Source: an optimization exercise on an open RTL-to-GDS flow (aim: a short achievable clock period and few clock cycles per item). Production flows keep margins and buffers that such runs may drop. The RTL was checked by simulation tests, not by an equivalence proof against the original design.

==> trial 80: inputs <==
==> flow/design.v <==
module muldiv_unit #(
    parameter int unsigned MUL_CYCLES = 1,
    parameter int unsigned DIV_ITERS  = 32
) (
    input  logic        clk,
    input  logic        rst,
    input  logic        start,
    input  logic [1:0]  op,
    input  logic        flush,
    input  logic [31:0] srca,
    input  logic [31:0] srcb,
    output logic        stall,
    output logic        busy,
    output logic        done,
    output logic [31:0] hi,
    output logic [31:0] lo
);
    localparam int unsigned MulCntW = $clog2(MUL_CYCLES + 1);
    localparam int unsigned DivCntW = $clog2(DIV_ITERS + 1);
    localparam int unsigned CntW    = (MulCntW > DivCntW) ? MulCntW : DivCntW;
    typedef enum logic [1:0] {StIdle, StMul, StDiv, StFin} state_e;
    state_e            state_q, state_d;
    logic [CntW-1:0]   cnt_q, cnt_d;
    logic [31:0]       rem_q, rem_d;
    logic [31:0]       quo_q, quo_d;
    logic [31:0]       dvsr_q, dvsr_d;
    logic [31:0]       araw_q, araw_d;
    logic              qneg_q, qneg_d;
    logic              rneg_q, rneg_d;
    logic              dvz_q, dvz_d;
    logic [31:0]       hi_q, hi_d;
    logic [31:0]       lo_q, lo_d;
    logic              busy_q, busy_d;
    logic              done_q, done_d;
    logic              is_div;
    logic              is_signed;
    logic [31:0]       a_abs;
    logic [31:0]       b_abs;
    logic [63:0]       a_ext;
    logic [63:0]       b_ext;
    logic [63:0]       prod;
    logic [32:0]       trial;
    logic              dvz_now, a_lt_b;
    assign dvz_now   = (srcb == 32'd0);
    assign a_lt_b    = a_abs < b_abs;
    assign is_div    = op[1];
    assign is_signed = ~op[0];
    assign a_abs     = (is_signed && srca[31]) ? -srca : srca;
    assign b_abs     = (is_signed && srcb[31]) ? -srcb : srcb;
    assign a_ext     = {{32{is_signed & srca[31]}}, srca};
    assign b_ext     = {{32{is_signed & srcb[31]}}, srcb};
    assign prod      = a_ext * b_ext;
    assign trial = {rem_q, quo_q[31]} - {1'b0, dvsr_q};
    always_comb begin
        state_d = state_q;
        cnt_d   = cnt_q;
        rem_d   = rem_q;
        quo_d   = quo_q;
        dvsr_d  = dvsr_q;
        araw_d  = araw_q;
        qneg_d  = qneg_q;
        rneg_d  = rneg_q;
        dvz_d   = dvz_q;
        hi_d    = hi_q;
        lo_d    = lo_q;
        busy_d  = 1'b0;
        done_d  = 1'b0;
        if (flush) begin
            state_d = StIdle;
        end else begin
            unique case (state_q)
                StIdle: begin
                    if (start && !done_q) begin
                        cnt_d = '0;
                        if (is_div && (dvz_now || a_lt_b)) begin
                            state_d = StIdle;
                            done_d  = 1'b1;
                            hi_d    = srca;
                            lo_d    = dvz_now ? 32'hFFFF_FFFF : 32'd0;
                        end else if (is_div) begin
                            state_d = StDiv;
                            busy_d  = 1'b1;
                            rem_d   = '0;
                            quo_d   = a_abs;
                            dvsr_d  = b_abs;
                            araw_d  = srca;
                            qneg_d  = is_signed & (srca[31] ^ srcb[31]);
                            rneg_d  = is_signed & srca[31];
                            dvz_d   = (srcb == 32'd0);
                        end else begin
                            rem_d = prod[63:32];
                            quo_d = prod[31:0];
                            cnt_d = CntW'(1);
                            if (MUL_CYCLES <= 1) begin
                                state_d = StIdle;
                                done_d  = 1'b1;
                                hi_d    = prod[63:32];
                                lo_d    = prod[31:0];
                            end else begin
                                state_d = StMul;
                                busy_d  = 1'b1;
                            end
                        end
                    end
                end
                StMul: begin
                    if (cnt_q >= CntW'(MUL_CYCLES - 1)) begin
                        state_d = StIdle;
                        done_d  = 1'b1;
                        hi_d    = rem_q;
                        lo_d    = quo_q;
                    end else begin
                        busy_d = 1'b1;
                        cnt_d  = cnt_q + CntW'(1);
                    end
                end
                StDiv: begin
                    if (cnt_q < CntW'(DIV_ITERS)) begin
                        busy_d = 1'b1;
                        cnt_d  = cnt_q + CntW'(1);
                        if (!trial[32]) begin
                            rem_d = trial[31:0];
                            quo_d = {quo_q[30:0], 1'b1};
                        end else begin
                            rem_d = {rem_q[30:0], quo_q[31]};
                            quo_d = {quo_q[30:0], 1'b0};
                        end
                    end else begin
                        state_d = StIdle;
                        done_d  = 1'b1;
                        if (dvz_q) begin
                            hi_d = araw_q;
                            lo_d = 32'hFFFF_FFFF;
                        end else begin
                            hi_d = rneg_q ? -rem_q : rem_q;
                            lo_d = qneg_q ? -quo_q : quo_q;
                        end
                    end
                end
                StFin: begin
                    state_d = StIdle;
                end
                default: begin
                    state_d = StIdle;
                end
            endcase
        end
    end
    always_ff @(posedge clk) begin
        if (rst) begin
            state_q <= StIdle;
            cnt_q   <= '0;
            rem_q   <= '0;
            quo_q   <= '0;
            dvsr_q  <= '0;
            araw_q  <= '0;
            qneg_q  <= 1'b0;
            rneg_q  <= 1'b0;
            dvz_q   <= 1'b0;
            hi_q    <= '0;
            lo_q    <= '0;
            busy_q  <= 1'b0;
            done_q  <= 1'b0;
        end else begin
            state_q <= state_d;
            cnt_q   <= cnt_d;
            rem_q   <= rem_d;
            quo_q   <= quo_d;
            dvsr_q  <= dvsr_d;
            araw_q  <= araw_d;
            qneg_q  <= qneg_d;
            rneg_q  <= rneg_d;
            dvz_q   <= dvz_d;
            hi_q    <= hi_d;
            lo_q    <= lo_d;
            busy_q  <= busy_d;
            done_q  <= done_d;
        end
    end
    assign stall = start & ~done_q;
    assign busy  = busy_q;
    assign done  = done_q;
    assign hi    = hi_q;
    assign lo    = lo_q;
endmodule
==> flow/run.sh <==
#!/bin/bash
# synth_recipe.tcl (not shown) runs the flow's synth.tcl, then flattens the netlist and writes it again
# the make line also repeats each setting of config.mk as NAME=value (left out here)
make -C /OpenROAD-flow-scripts/flow DESIGN_CONFIG=/design/flow/config.mk WORK_HOME=/design/flow/orfs CLKGATE_MAP_FILE= SYNTH_SCRIPT=/design/flow/synth_recipe.tcl finish
==> flow/config.mk <==
export PLATFORM = sky130hd
export DESIGN_NAME = muldiv_unit
export DESIGN_NICKNAME = muldiv_unit
export VERILOG_FILES = /design/flow/design.v
export SDC_FILE = /design/flow/constraint.sdc
export NUM_CORES = 4
export LEC_CHECK = 0
export CAP_MARGIN = 20
export CORE_MARGIN = 2
export CORE_UTILIZATION = 40
export SLEW_MARGIN = 20
==> flow/constraint.sdc <==
create_clock -name core_clock -period 10.5 [get_ports {clk}]
set_input_delay 2.1000 -clock core_clock [delete_from_list [all_inputs] [get_ports {clk}]]
set_output_delay 2.1000 -clock core_clock [all_outputs]
set_load 0.01 [all_outputs]
==> inputs of trial 98, as changes to trial 80 <==
--- a/flow/design.v
+++ b/flow/design.v
@@ -1,3 +1,3 @@
 module muldiv_unit #(
-    parameter int unsigned MUL_CYCLES = 1,
+    parameter int unsigned MUL_CYCLES = 2,
     parameter int unsigned DIV_ITERS  = 32
@@ -42,5 +42,2 @@
     logic [32:0]       trial;
-    logic              dvz_now, a_lt_b;
-    assign dvz_now   = (srcb == 32'd0);
-    assign a_lt_b    = a_abs < b_abs;
     assign is_div    = op[1];
@@ -72,10 +69,5 @@
                 StIdle: begin
-                    if (start && !done_q) begin
+                    if (start) begin
                         cnt_d = '0;
-                        if (is_div && (dvz_now || a_lt_b)) begin
-                            state_d = StIdle;
-                            done_d  = 1'b1;
-                            hi_d    = srca;
-                            lo_d    = dvz_now ? 32'hFFFF_FFFF : 32'd0;
-                        end else if (is_div) begin
+                        if (is_div) begin
                             state_d = StDiv;
@@ -94,3 +86,3 @@
                             if (MUL_CYCLES <= 1) begin
-                                state_d = StIdle;
+                                state_d = StFin;
                                 done_d  = 1'b1;
@@ -107,3 +99,3 @@
                     if (cnt_q >= CntW'(MUL_CYCLES - 1)) begin
-                        state_d = StIdle;
+                        state_d = StFin;
                         done_d  = 1'b1;
@@ -128,3 +120,3 @@
                     end else begin
-                        state_d = StIdle;
+                        state_d = StFin;
                         done_d  = 1'b1;
==> summary of the runs <==
Critical path depth: trial 98 is higher than trial 80 (5).
Of trial 98 and trial 80, trial 80 has the higher cell area (gap about 5%, measured against trial 80).
Between trial 80 and trial 98, the lower via count is in trial 98 (gap about 6.4%, measured against trial 98).
Of trial 98 and trial 80, trial 80 has the higher synthesized cell count (gap 2.2%, measured against trial 80).
Against trial 98, the sequential share of layout area of trial 80 is lower by 0.37 points.
Between trial 80 and trial 98, the lower global-route usage is in trial 98 (gap 2.4 points).
In trial 80 the area after synthesis is higher than in trial 98, by 2.5%.
Maximum frequency is about the same in trial 80 and trial 98.
==> figures <==
| quantity | trial 80 | trial 98 |
|---|---|---|
| Run status | timing/DRC/antenna clean | timing/DRC/antenna clean |
| Reg2reg path depth | 14 | 12 |
| Xor and xnor fraction of the mapped netlist area | 3.64% | 2.97% |
| Hold Path End | lo_q[31] | araw_q[21] |
| Area share of fa/ha/maj cells after synthesis | 49.5% | 50.1% |
| GR met2 Demand/Resource | 43.5% | 38.3% |
| Synthesis-stage register bit count | 204 | 205 |
| Beginning of the worst hold path | lo_q[31] | araw_q[21] |
| Proportion of cell area spent on the clock network | 1.52% | 1.36% |
| DP Area | 0.0579 sq mm | 0.0553 sq mm |
| Total area of sequential cells | 0.00409 sq mm | 0.00410 sq mm |
| Vertical die dimension | 367 microns | 362 microns |
| Post-route fraction of the period consumed by the critical path | 96.3% | 96.2% |
| Portion of netlist area occupied by mux cells | 0.806% | 1.10% |
| Signal buf overhead | 7.74% | 5.92% |
| Met1 WL | 74900 microns | 72400 microns |
| # diodes | 5 | 1 |
| Data required time of the worst path | 10.93 ns | 10.97 ns |
Testbench counts of trial 80, summed over its fixed seeds: cycles 23,775, ops 2,400.
Testbench counts of trial 98, summed over its fixed seeds: cycles 44,064, ops 2,400.

## static timing again, ports no longer ideal
No port has a modelled driver above. Below, the same layouts with a new extraction and two added sets of constraints.
Step 1, drivers: a clkbuf_16 drives clk and a buf_2 each remaining input, both assumed.
Step 2 times the ports against the registers' clock, not the clock port: input delays grow and output delays shrink by t, the midpoint of the rising clock arrivals with the driver on.
Slacks: ideal ports / drivers / drivers and shift; pairs: ideal ports / drivers.
| run | t (ns) | slack for setup (ns) | worst setup path at the end |
|---|---|---|---|
| trial 80 | 0.602 | 0.386 / 0.404 / -0.198 | input to register |
| trial 98 | 0.581 | 0.395 / 0.403 / -0.179 | input to register |
With both steps, setup timing fails in trial 80 and trial 98, where it was met with ideal ports. The setup slack of trial 80, which loses most, moves by +0.018 ns with the drivers and by -0.584 ns with both steps.
